Context: an optimization exercise on an open-source flow, tuned for small area, a short achievable clock period and few clock cycles per item. The choices shown serve that exercise and are no tape-out recipe. In this exercise RTL edits were held to simulation tests only and were not proved equivalent to the original. Power is estimated from default activity; no workload was simulated.

red:
## lru_recency_list
module lru_recency_list
#(
  parameter int DEPTH = 16
) (
  input  logic             clk,
  input  logic             rst_n,
  input  logic             cfg_wr_en,
  input  logic [lrl_pkg::CAP_W-1:0] cfg_wr_data,
  input  logic             in_tvalid,
  output logic             in_tready,
  input  logic [39:0]      in_tdata,
  output logic             out_tvalid,
  input  logic             out_tready,
  output logic [7:0]       out_tdata
);
clock: 6.0 ns
lec_check: 0
abc_area: 1
cap_margin: 20
core_margin: 2
core_utilization: 50
cts_cluster_diameter: 80
cts_cluster_size: 20
place_density: 0.65
setup_slack_margin: 3.55
slew_margin: 20
run.sh (not shown) runs the stock make flow with config.mk's settings and CLKGATE_MAP_FILE= SYNTH_SCRIPT=/design/flow/synth_recipe.tcl, a recipe that flattens the netlist after the stock synthesis.
Testbench counts of red, summed over its fixed seeds: cycles 24,016, items 24,000.
[inputs] blue vs red
# red
export LEC_CHECK = 0
export ABC_AREA = 1
export CAP_MARGIN = 20
export CORE_MARGIN = 2
export CORE_UTILIZATION = 50
export CTS_CLUSTER_DIAMETER = 80
export CTS_CLUSTER_SIZE = 20
export PLACE_DENSITY = 0.65
export SETUP_SLACK_MARGIN = 3.55
export SLEW_MARGIN = 20
create_clock -name core_clock -period 6.0 [get_ports {clk}]
# blue
export LEC_CHECK = 0
export ABC_AREA = 1
export CAP_MARGIN = 5
export CORE_MARGIN = 2
export CORE_UTILIZATION = 60
export CTS_CLUSTER_DIAMETER = 100
export CTS_CLUSTER_SIZE = 24
export PLACE_DENSITY = 0.75
export SETUP_SLACK_MARGIN = 3.55
export SLEW_MARGIN = 5
export TNS_END_PERCENT = 5
create_clock -name core_clock -period 6.0 [get_ports {clk}]
==> run notes <==
- blue against red: part of the cycle the worst path needs now larger; area of the die decreased by 16% relative to the old numbers; post-layout total power fell by 4.7%; count of plain and timing-repair buffers shows a reduction of 16%.
- Part of the total power dissipated in sequential elements: blue vs red up 2.9 points
- The sequential fraction of total cell area in blue sits 2.0 points above the value recorded for red.
- Amount of wire on met3 after detailed routing in blue is 320 um lower than in red
### blue -> green
# blue
export LEC_CHECK = 0
export ABC_AREA = 1
export CAP_MARGIN = 5
export CORE_MARGIN = 2
export CORE_UTILIZATION = 60
export CTS_CLUSTER_DIAMETER = 100
export CTS_CLUSTER_SIZE = 24
export PLACE_DENSITY = 0.75
export SETUP_SLACK_MARGIN = 3.55
export SLEW_MARGIN = 5
export TNS_END_PERCENT = 5
create_clock -name core_clock -period 6.0 [get_ports {clk}]
# green
export LEC_CHECK = 0
export ABC_CLOCK_PERIOD_IN_PS = 2400
export CAP_MARGIN = 20
export CORE_MARGIN = 2
export CORE_UTILIZATION = 60
export CTS_CLUSTER_DIAMETER = 100
export CTS_CLUSTER_SIZE = 24
export PLACE_DENSITY = 0.75
export SETUP_SLACK_MARGIN = 3.55
export SLEW_MARGIN = 20
create_clock -name core_clock -period 6.0 [get_ports {clk}]
green vs blue: post-CTS setup repair buffer count up. Diff blue..green | buffers plus inverters on the worst setup path | unchanged. green reports a lower worst setup slack after layout than blue does. blue has a lower area growth from synthesis to layout than green. On sequential cell area, blue tracks green almost exactly. green ends up with lower width of the die than blue does. In the route summary, green ends up with a via count exceeding that of blue. Compared to blue, green has core region area 1100 um2 lower. Lower share of power burned in the clock network goes to green over blue. | flip-flop and latch share of the layout cell area | higher: blue |.
> inputs changed (green -> orange)
# green
export LEC_CHECK = 0
export ABC_CLOCK_PERIOD_IN_PS = 2400
export CAP_MARGIN = 20
export CORE_MARGIN = 2
export CORE_UTILIZATION = 60
export CTS_CLUSTER_DIAMETER = 100
export CTS_CLUSTER_SIZE = 24
export PLACE_DENSITY = 0.75
export SETUP_SLACK_MARGIN = 3.55
export SLEW_MARGIN = 20
create_clock -name core_clock -period 6.0 [get_ports {clk}]
# orange
export LEC_CHECK = 0
export ABC_AREA = 1
export CAP_MARGIN = 20
export CORE_MARGIN = 2
export CORE_UTILIZATION = 50
export CTS_CLUSTER_DIAMETER = 80
export CTS_CLUSTER_SIZE = 20
export PLACE_DENSITY = 0.65
export SETUP_SLACK_MARGIN = 3.5
export SLEW_MARGIN = 20
export TNS_END_PERCENT = 5
create_clock -name core_clock -period 6.0 [get_ports {clk}]
## What came out
Summary of orange over green: xor/xnor cell area share of the yosys netlist -2.9 points, proportion of power drawn by the clock network +4.0 points, area added between synthesis and finish -7.8 points.


The RTL this note starts from:
==> flow/design.v <==
package lrl_pkg;
  localparam int KEY_W = 32;
  localparam int OP_W  = 2;
  localparam int OCC_W = 5;
  localparam int CAP_W = 5;
  localparam logic [CAP_W-1:0] CAP_RESET = 5'd16;
  localparam logic [OP_W-1:0] OP_INSERT = 2'd0;
  localparam logic [OP_W-1:0] OP_REMOVE = 2'd1;
  localparam logic [OP_W-1:0] OP_USE    = 2'd2;
  localparam logic [OP_W-1:0] OP_FIND   = 2'd3;
endpackage
module lrl_cell
(
  input  logic                      clk,
  input  logic                      shift,
  input  logic [lrl_pkg::KEY_W-1:0] left_i,
  input  logic [lrl_pkg::KEY_W-1:0] cmp_key,
  output logic                      match_o,
  output logic [lrl_pkg::KEY_W-1:0] entry_o
);
  logic [lrl_pkg::KEY_W-1:0] entry_r;
  always_ff @(posedge clk) begin
    if (shift) begin
      entry_r <= left_i;
    end
  end
  assign match_o = (entry_r == cmp_key);
  assign entry_o = entry_r;
endmodule
module lru_recency_list
#(
  parameter int DEPTH = 16
) (
  input  logic             clk,
  input  logic             rst_n,
  input  logic             cfg_wr_en,
  input  logic [lrl_pkg::CAP_W-1:0] cfg_wr_data,
  input  logic             in_tvalid,
  output logic             in_tready,
  input  logic [39:0]      in_tdata,
  output logic             out_tvalid,
  input  logic             out_tready,
  output logic [7:0]       out_tdata
);
  localparam int KW = lrl_pkg::KEY_W;
  localparam int CW = $clog2(DEPTH + 1);
  logic [lrl_pkg::CAP_W-1:0] cap_r;
  logic                      v1;
  logic [lrl_pkg::OP_W-1:0]  op1;
  logic [KW-1:0]             key1;
  logic [CW-1:0]             c1;
  logic                      v2;
  logic [lrl_pkg::OP_W-1:0]  op2;
  logic [KW-1:0]             key2;
  logic [CW-1:0]             c2;
  logic [DEPTH-1:0]          m2;
  logic                      evict;
  logic [DEPTH-1:0]          vld;
  logic [CW-1:0]             cnt;
  logic                      pend;
  logic [DEPTH-1:0]          dups;
  logic                      dupflag;
  logic                      blk2;
  logic                      ready_r;
  logic                      fv0, fv1;
  logic [5:0]                fd0, fd1;
  logic [KW-1:0]    entries [DEPTH];
  logic [DEPTH-1:0] cmp;
  logic [DEPTH-1:0] sel;
  logic             eq12;
  generate
    for (genvar i = 0; i < DEPTH; i++) begin : g_cell
      lrl_cell u_cell (
        .clk     (clk),
        .shift   (sel[i]),
        .left_i  ((i == 0) ? key2 : entries[(i == 0) ? 0 : i - 1]),
        .cmp_key (key1),
        .match_o (cmp[i]),
        .entry_o (entries[i])
      );
    end
  endgenerate
  assign eq12 = (key1 == key2);
  logic [DEPTH-1:0] mv, pre, first, extra, pfx_v, sfx_v, pre_d, first_d, drop;
  logic             any, two, dnz, fire, adv2;
  logic             is_ins, is_rem, is_use;
  assign mv = m2 & vld;
  always_comb begin
    pre[0]   = 1'b0;
    pre_d[0] = 1'b0;
    pfx_v[0] = 1'b1;
    for (int i = 1; i < DEPTH; i++) begin
      pre[i]   = pre[i-1] | mv[i-1];
      pre_d[i] = pre_d[i-1] | dups[i-1];
      pfx_v[i] = pfx_v[i-1] & vld[i-1];
    end
    sfx_v[DEPTH-1] = vld[DEPTH-1];
    for (int i = DEPTH - 2; i >= 0; i--) begin
      sfx_v[i] = sfx_v[i+1] | vld[i];
    end
  end
  assign any     = |mv;
  assign first   = mv & ~pre;
  assign extra   = mv & pre;
  assign two     = |extra;
  assign first_d = dups & ~pre_d;
  assign dnz     = |dups;
  assign is_ins = (op2 == lrl_pkg::OP_INSERT);
  assign is_rem = (op2 == lrl_pkg::OP_REMOVE);
  assign is_use = (op2 == lrl_pkg::OP_USE);
  assign fire = v2 && !blk2;
  assign adv2 = !v2 || !blk2;
  always_comb begin
    for (int i = 0; i < DEPTH; i++) begin
      sel[i]  = fire && ((is_ins && (evict ? sfx_v[i] : pfx_v[i])) ||
                         (is_use && any && !pre[i]));
      drop[i] = (fire && is_rem && first[i]) || (pend && first_d[i]);
    end
  end
  logic          inc, dec;
  logic [CW-1:0] cnt_nxt;
  logic [CW-1:0] c_nxt;
  logic          evict_nxt;
  logic          flag;
  logic          push;
  logic [5:0]    push_d;
  assign inc = fire && is_ins && !evict;
  assign dec = (fire && is_rem && any) || (pend && dnz);
  always_comb begin
    if (inc) begin
      cnt_nxt = cnt + CW'(1);
    end else if (dec) begin
      cnt_nxt = cnt - CW'(1);
    end else begin
      cnt_nxt = cnt;
    end
  end
  assign c_nxt = adv2 ? c1 : c2;
  always_comb begin
    if (inc) begin
      evict_nxt = ({1'b0, cnt} + (CW+1)'(1)) >= {1'b0, c_nxt};
    end else if (dec) begin
      evict_nxt = {1'b0, cnt} >= ({1'b0, c_nxt} + (CW+1)'(1));
    end else begin
      evict_nxt = cnt >= c_nxt;
    end
  end
  assign flag = is_ins ? evict : any;
  assign push   = (fire && !(is_use && two)) || (pend && !dnz);
  assign push_d = {lrl_pkg::OCC_W'(cnt_nxt), pend ? 1'b1 : flag};
  logic pop;
  logic fv0_n, fv1_n, full_n;
  logic v1_n, v2_n, pend_n, dupflag_n;
  assign pop = fv0 && out_tready;
  always_comb begin
    fv0_n = fv0;
    fv1_n = fv1;
    if (fv0 && !pop) begin
      if (!fv1 && push) fv1_n = 1'b1;
    end else if (fv1) begin
      fv0_n = 1'b1;
      fv1_n = push;
    end else begin
      fv0_n = push;
      fv1_n = 1'b0;
    end
  end
  assign full_n = (fv0 && !pop) || fv1;
  always_ff @(posedge clk) begin
    if (fv0 && !pop) begin
      if (!fv1) fd1 <= push_d;
    end else if (fv1) begin
      fd0 <= fd1;
      fd1 <= push_d;
    end else begin
      fd0 <= push_d;
    end
  end
  logic [CW-1:0] cap_eff;
  always_comb begin
    if (cap_r == '0) begin
      cap_eff = CW'(1);
    end else if (CW'(cap_r) > CW'(DEPTH)) begin
      cap_eff = CW'(DEPTH);
    end else begin
      cap_eff = CW'(cap_r);
    end
  end
  assign v1_n      = ready_r ? in_tvalid : (v1 && !adv2);
  assign v2_n      = adv2 ? v1 : v2;
  assign pend_n    = (fire && is_use && two) || (pend && dnz);
  assign dupflag_n = dupflag || (fire && is_ins && any);
  always_ff @(posedge clk) begin
    if (!rst_n) begin
      cap_r   <= lrl_pkg::CAP_RESET;
      v1      <= 1'b0;
      v2      <= 1'b0;
      vld     <= '0;
      cnt     <= '0;
      evict   <= 1'b0;
      pend    <= 1'b0;
      dupflag <= 1'b0;
      blk2    <= 1'b0;
      ready_r <= 1'b1;
      fv0     <= 1'b0;
      fv1     <= 1'b0;
    end else begin
      if (cfg_wr_en) begin
        cap_r <= cfg_wr_data;
      end
      v1      <= v1_n;
      v2      <= v2_n;
      for (int i = 0; i < DEPTH; i++) begin
        if (sel[i]) begin
          vld[i] <= (i == 0) ? 1'b1 : vld[(i == 0) ? 0 : i - 1];
        end else if (drop[i]) begin
          vld[i] <= 1'b0;
        end
      end
      cnt     <= cnt_nxt;
      evict   <= evict_nxt;
      pend    <= pend_n;
      dupflag <= dupflag_n;
      blk2    <= pend_n || full_n;
      ready_r <= dupflag_n ? !v1_n : (!v1_n || !v2_n || !full_n);
      fv0     <= fv0_n;
      fv1     <= fv1_n;
    end
  end
  always_ff @(posedge clk) begin
    if (fire && is_use) begin
      dups <= extra;
    end else begin
      dups <= dups & ~first_d;
    end
  end
  always_ff @(posedge clk) begin
    if (ready_r) begin
      op1  <= in_tdata[1:0];
      key1 <= in_tdata[33:2];
      c1   <= cap_eff;
    end
    if (adv2) begin
      op2  <= op1;
      key2 <= key1;
      c2   <= c1;
      for (int i = 0; i < DEPTH; i++) begin
        m2[i] <= sel[i] ? ((i == 0) ? eq12 : cmp[(i == 0) ? 0 : i - 1]) : cmp[i];
      end
    end
  end
  assign in_tready  = ready_r;
  assign out_tvalid = fv0;
  assign out_tdata  = {2'b00, fd0};
endmodule
clock: 6.0 ns
lec_check: 0
abc_clock_period_in_ps: 2500
cap_margin: 20
core_margin: 2
core_utilization: 40
cts_cluster_diameter: 100
cts_cluster_size: 30
setup_slack_margin: 3.5
slew_margin: 20
Testbench counts at the start, summed over its fixed seeds: cycles 24,024, items 24,000.
Change:
ABC_AREA = 1   (was unset)
ABC_CLOCK_PERIOD_IN_PS = unset   (was 2500)
CORE_UTILIZATION = 70   (was 40)
CTS_CLUSTER_SIZE = 24   (was 30)
PLACE_DENSITY = 0.85   (was unset)
Register-to-register slack is about the same.
Sequential power hardly moves.
Clock skew is lower by 34 ps.
Setup slack got worse by 12 ps.
Sequential share of layout area decreases by 0.24 points.
Core utilization goes up by 33 points.
Synthesized cell count went up by 19%.
Total power is higher by 0.78%.
Design area increases by 0.36%.
Non-clock buffer count decreases by 12.
Change:
ABC_AREA = unset   (was 1)
ABC_CLOCK_PERIOD_IN_PS = 2000   (was unset)
CORE_UTILIZATION = 55   (was 70)
CTS_BUF_LIST = sky130_fd_sc_hd__clkbuf_4 sky130_fd_sc_hd__clkbuf_8   (was unset)
CTS_CLUSTER_DIAMETER = unset   (was 100)
CTS_CLUSTER_SIZE = unset   (was 24)
PLACE_DENSITY = unset   (was 0.85)
SETUP_SLACK_MARGIN = 4.0   (was 3.5)
Effect:
- hold slack stays flat
- global-route usage rises by 1.5 points
- setup slack gets better by 16 ps
Change:
ABC_AREA = 1   (was unset)
ABC_CLOCK_PERIOD_IN_PS = unset   (was 2000)
CORE_UTILIZATION = 40   (was 55)
CTS_BUF_LIST = unset   (was sky130_fd_sc_hd__clkbuf_4 sky130_fd_sc_hd__clkbuf_8)
CTS_CLUSTER_DIAMETER = 100   (was unset)
CTS_CLUSTER_SIZE = 24   (was unset)
SETUP_SLACK_MARGIN = 3.5   (was 4.0)
What happened:
- The changed run passed the timing, design-rule and antenna checks
- non-clock buffer count falls by 125
- area after synthesis increases by 3.0%
- count of clock-buffer cells in the layout goes down by 114
- cell count increases by 12%
- total power went down by 17%

what the ideal ports hide:
How much do the figures lean on ideal ports? The routed layouts below were timed once more, with nothing changed but the port constraints.
Step 1: set_driving_cell puts a clkbuf_16 on clk and a buf_2 on each other input, an assumption about the parent block.
Step 2 moves the port delays by t, midway between the first and last clock arrival at a register: inputs arrive t later, outputs are due t later. That takes back most of the time a late clock gives input paths.
Three values: ideal, step 1, step 2; two values: the first two.
run	shift t [ns]	setup slack, ns	worst setup path after step 2
red	0.643	3.536 / 3.514 / 2.939	input to register
blue	0.684	3.473 / 3.460 / 2.813	input to register
green	0.672	3.322 / 3.322 / 2.800	input to register
orange	0.641	3.348 / 3.282 / 2.824	input to register
the first run of note 2	0.668	3.383 / 3.383 / 2.837	input to register
the second run of note 2	0.669	3.372 / 3.372 / 2.959	input to register
the third run of note 2	0.762	3.388 / 3.388 / 3.227	input to register
the fourth run of note 2	0.690	3.494 / 3.494 / 3.014	input to register
After both steps setup and hold are still met in every run listed. For blue, which loses most, drivers alone change the setup slack by -0.013 ns; drivers and shift together by -0.660 ns.
